What follows belongs to an exercise in optimizing a design on an open flow for small area and a short achievable clock period; a production flow would make more cautious choices. Function was checked by simulation only, so behaviour that the tests miss may differ from the original. No activity file was given, so power comes from the tool's default toggle rates.

Design mul_simd_top, start of the top module:
module mul_simd_top
(
   input  logic        clk,
   input  logic        rst_n,
   input  logic        in_valid,
   input  logic [1:0]  op,
   input  logic [31:0] a,
   input  logic [31:0] b,
   output logic        out_valid,
   output logic [63:0] result
);
Size: roughly 2,100 cells after synthesis, ~21,000 um2 of cells after synthesis.
export LEC_CHECK = 0
export CAP_MARGIN = 20
export CORE_MARGIN = 2
export CORE_UTILIZATION = 60
export CTS_BUF_LIST = sky130_fd_sc_hd__clkbuf_8 sky130_fd_sc_hd__clkbuf_16
export CTS_CLUSTER_DIAMETER = 100
export CTS_CLUSTER_SIZE = 24
export SLEW_MARGIN = 20
create_clock -name core_clock -period 9.5 [get_ports {clk}]
standard.sh (not shown) runs the stock make flow with config.mk's settings and CLKGATE_MAP_FILE= SYNTH_SCRIPT=/design/flow/synth_recipe.tcl, a recipe that flattens the netlist after the stock synthesis.
==> flow/flow/run.sh <==
#!/bin/bash
# Own layout flow: the standard synthesis unchanged, then
#  - (if POLARITY=1) flow/polarity.py removes inverters between full-adder
#    cells of the synthesized netlist by choosing each adder's polarity
#    (registers, ports and the function are unchanged),
#  - the standard ORFS steps with a few resizer settings changed (knobs.sh):
#    port buffers are buf cells (the default pick is a slow delay buffer),
#    the resizer may swap cells across footprints, and repair_timing aims for
#    extra setup slack.
# Each step's full output goes to a log file in this folder.
set -euo pipefail
cd "$(dirname "$0")/.."
source flow/knobs.sh
R=orfs/results/sky130hd/mul_simd_top/base
bash standard.sh synth > flow_synth.log 2>&1
if [[ "${POLARITY:-0}" == 1 ]]; then
  cp $R/1_2_yosys.v flow_synth_netlist.v
  python3 flow/polarity.py $R/1_2_yosys.v > flow_polarity.log 2>&1
  rm -f $R/1_synth.odb $R/1_synth.sdc
fi
bash standard.sh "${KNOBS[@]}" finish > flow_layout.log 2>&1
==> flow/flow/knobs.sh <==
POLARITY=1
KNOBS=(
  MATCH_CELL_FOOTPRINT=0
  "BUFFER_PORTS_ARGS=-buffer_cell sky130_fd_sc_hd__buf_2"
  SETUP_SLACK_MARGIN=5.45
)
Other scripts of this flow, unchanged in this note and not shown: flow/flow/polarity.py
Next try:
--- a/flow/flow/knobs.sh
+++ b/flow/flow/knobs.sh
@@ -5 +5 @@
-  SETUP_SLACK_MARGIN=5.45
+  SETUP_SLACK_MARGIN=5.5
--- a/flow/config.mk
+++ b/flow/config.mk
@@ -13 +13 @@
-export CTS_CLUSTER_SIZE = 24
+export CTS_CLUSTER_SIZE = 28
Routed wire length rises by 1.0%.
Setup slack is better by 18 ps.
Via count went up by about 1.4%.
Count of clock-buffer cells in the layout fell by 2.

---

Starting RTL as in the previous note.
==> flow/config.mk <==
export PLATFORM = sky130hd
export DESIGN_NAME = mul_simd_top
export DESIGN_NICKNAME = mul_simd_top
export VERILOG_FILES = /design/flow/design.v
export SDC_FILE = /design/flow/constraint.sdc
export NUM_CORES = 4
export LEC_CHECK = 0
export CAP_MARGIN = 20
export CORE_MARGIN = 2
export CORE_UTILIZATION = 60
export CTS_BUF_LIST = sky130_fd_sc_hd__clkbuf_8 sky130_fd_sc_hd__clkbuf_16
export CTS_CLUSTER_DIAMETER = 100
export CTS_CLUSTER_SIZE = 24
export SLEW_MARGIN = 20
==> flow/constraint.sdc <==
create_clock -name core_clock -period 9.5 [get_ports {clk}]
set_input_delay 1.9000 -clock core_clock [delete_from_list [all_inputs] [get_ports {clk}]]
set_output_delay 1.9000 -clock core_clock [all_outputs]
set_load 0.01 [all_outputs]
==> flow/flow/knobs.sh <==
POLARITY=1
KNOBS=(
  MATCH_CELL_FOOTPRINT=0
  "BUFFER_PORTS_ARGS=-buffer_cell sky130_fd_sc_hd__buf_2"
  SETUP_SLACK_MARGIN=5.35
)
Scripts as last shown in full above: flow/flow/run.sh
Other scripts of this flow, unchanged in this note and not shown: flow/flow/polarity.py
Change:
==> flow/flow/knobs.sh (replaced) <==
POLARITY=1
KNOBS=(
  MATCH_CELL_FOOTPRINT=0
  "BUFFER_PORTS_ARGS=-buffer_cell sky130_fd_sc_hd__buf_2"
  SETUP_SLACK_MARGIN=5.55
)
Settings changed: GPL_ROUTABILITY_DRIVEN from default to 0.
The changed run ran to the end with no violations.
Final cell count increases by 0.48%.
Sequential power is about the same.
Hold slack got worse by 0.0042 ns.
Flip-flop and latch count does not change.
Global-route usage hardly moves.
Wire length barely changes.
Change:
==> flow/flow/knobs.sh (replaced) <==
POLARITY=1
KNOBS=(
  MATCH_CELL_FOOTPRINT=0
  "BUFFER_PORTS_ARGS=-buffer_cell sky130_fd_sc_hd__buf_2"
  SETUP_SLACK_MARGIN=5.2
)
Settings changed: GPL_ROUTABILITY_DRIVEN 0 to default.
=>
- The new run completed with no timing, DRC or antenna violations
- core utilization fell by 1.9 points
- synthesized cell count is unchanged
- final area drops by a few percent
- flip-flop and latch count does not change
- sequential share of layout area hardly moves
- maximum frequency shrinks by a few percent
- critical path depth climbs by 6

---

== xenon ==
Starting RTL as in the previous note.
## mul_simd_top
module mul_simd_top
(
   input  logic        clk,
   input  logic        rst_n,
   input  logic        in_valid,
   input  logic [1:0]  op,
   input  logic [31:0] a,
   input  logic [31:0] b,
   output logic        out_valid,
   output logic [63:0] result
);
Settings: LEC_CHECK=0, CAP_MARGIN=20, CORE_MARGIN=2, CORE_UTILIZATION=60, CTS_BUF_LIST=sky130_fd_sc_hd__clkbuf_8 sky130_fd_sc_hd__clkbuf_16, CTS_CLUSTER_DIAMETER=100, CTS_CLUSTER_SIZE=24, GPL_ROUTABILITY_DRIVEN=0, SLEW_MARGIN=20; clock period 9.5 ns.
==> flow/flow/knobs.sh <==
POLARITY=1
KNOBS=(
  MATCH_CELL_FOOTPRINT=0
  "BUFFER_PORTS_ARGS=-buffer_cell sky130_fd_sc_hd__buf_2"
  SETUP_SLACK_MARGIN=5.35
)
Scripts as last shown in full above: flow/flow/run.sh
Other scripts of this flow, unchanged in this note and not shown: flow/flow/polarity.py
Here is what was changed in the inputs of yarrow compared with xenon.
- GPL_ROUTABILITY_DRIVEN: 0 -> unset
==> flow/flow/knobs.sh <==
POLARITY=1
KNOBS=(
  MATCH_CELL_FOOTPRINT=0
  "BUFFER_PORTS_ARGS=-buffer_cell sky130_fd_sc_hd__buf_2"
  SETUP_SLACK_MARGIN=5.5
)
- yarrow -> xenon: number of placed instances with taps included flat
- yarrow has more setup slack than xenon.
- The routed wire length in yarrow sits 850 um above the value recorded for xenon.
- Changes observed in yarrow relative to xenon: worst reg2reg path depth dropped 1, register share of total power dropped 0.3 points, net switching power climbed 0.000021 W, critical path data arrival time dropped 70 ps, total routing usage reported by global routing climbed 0.56 points.
- In the final reports, the cell area of yarrow is larger than that of xenon.
- Row post-cts repair resize count: yarrow higher / xenon lower
- Cmp yarrow vs xenon: fmax higher in yarrow

[static timing again, ports no longer ideal]
The results above use ideal ports. As a check the final layouts listed here were re-extracted and re-timed, cells and wires unchanged. Step 1, drivers: a clkbuf_16 drives clk and a buf_2 each remaining input, both assumed. Step 2 times the ports against the registers' clock, not the clock port: input delays grow and output delays shrink by t, the midpoint of the rising clock arrivals with the driver on. Slacks: ideal / step 1 / step 2; pairs: ideal / step 1.
run	t, ns	setup slack, ns	worst hold slack (ns)	worst slew at a driven data input, ns
the first run of note 1	0.577	5.494 / 5.440 / 5.330	0.372 / 0.372 / 0.372	0.06
the second run of note 1	0.571	5.512 / 5.458 / 5.284	0.373 / 0.373 / 0.373	0.06
the first run of note 2	0.555	5.423 / 5.404 / 5.423	0.376 / 0.376 / 0.376	0.06
the second run of note 2	0.562	5.510 / 5.455 / 5.186	0.371 / 0.371 / 0.371	0.05
the third run of note 2	0.560	5.359 / 5.306 / 5.359	0.379 / 0.379 / 0.379	0.05
xenon	0.576	5.453 / 5.397 / 5.322	0.367 / 0.367 / 0.367	0.05
yarrow	0.562	5.522 / 5.469 / 5.316	0.372 / 0.372 / 0.372	0.06
After both steps setup and hold are still met in every run listed. The setup slack of the second run of note 2, which loses most, moves by -0.055 ns with the drivers and by -0.324 ns with both steps.
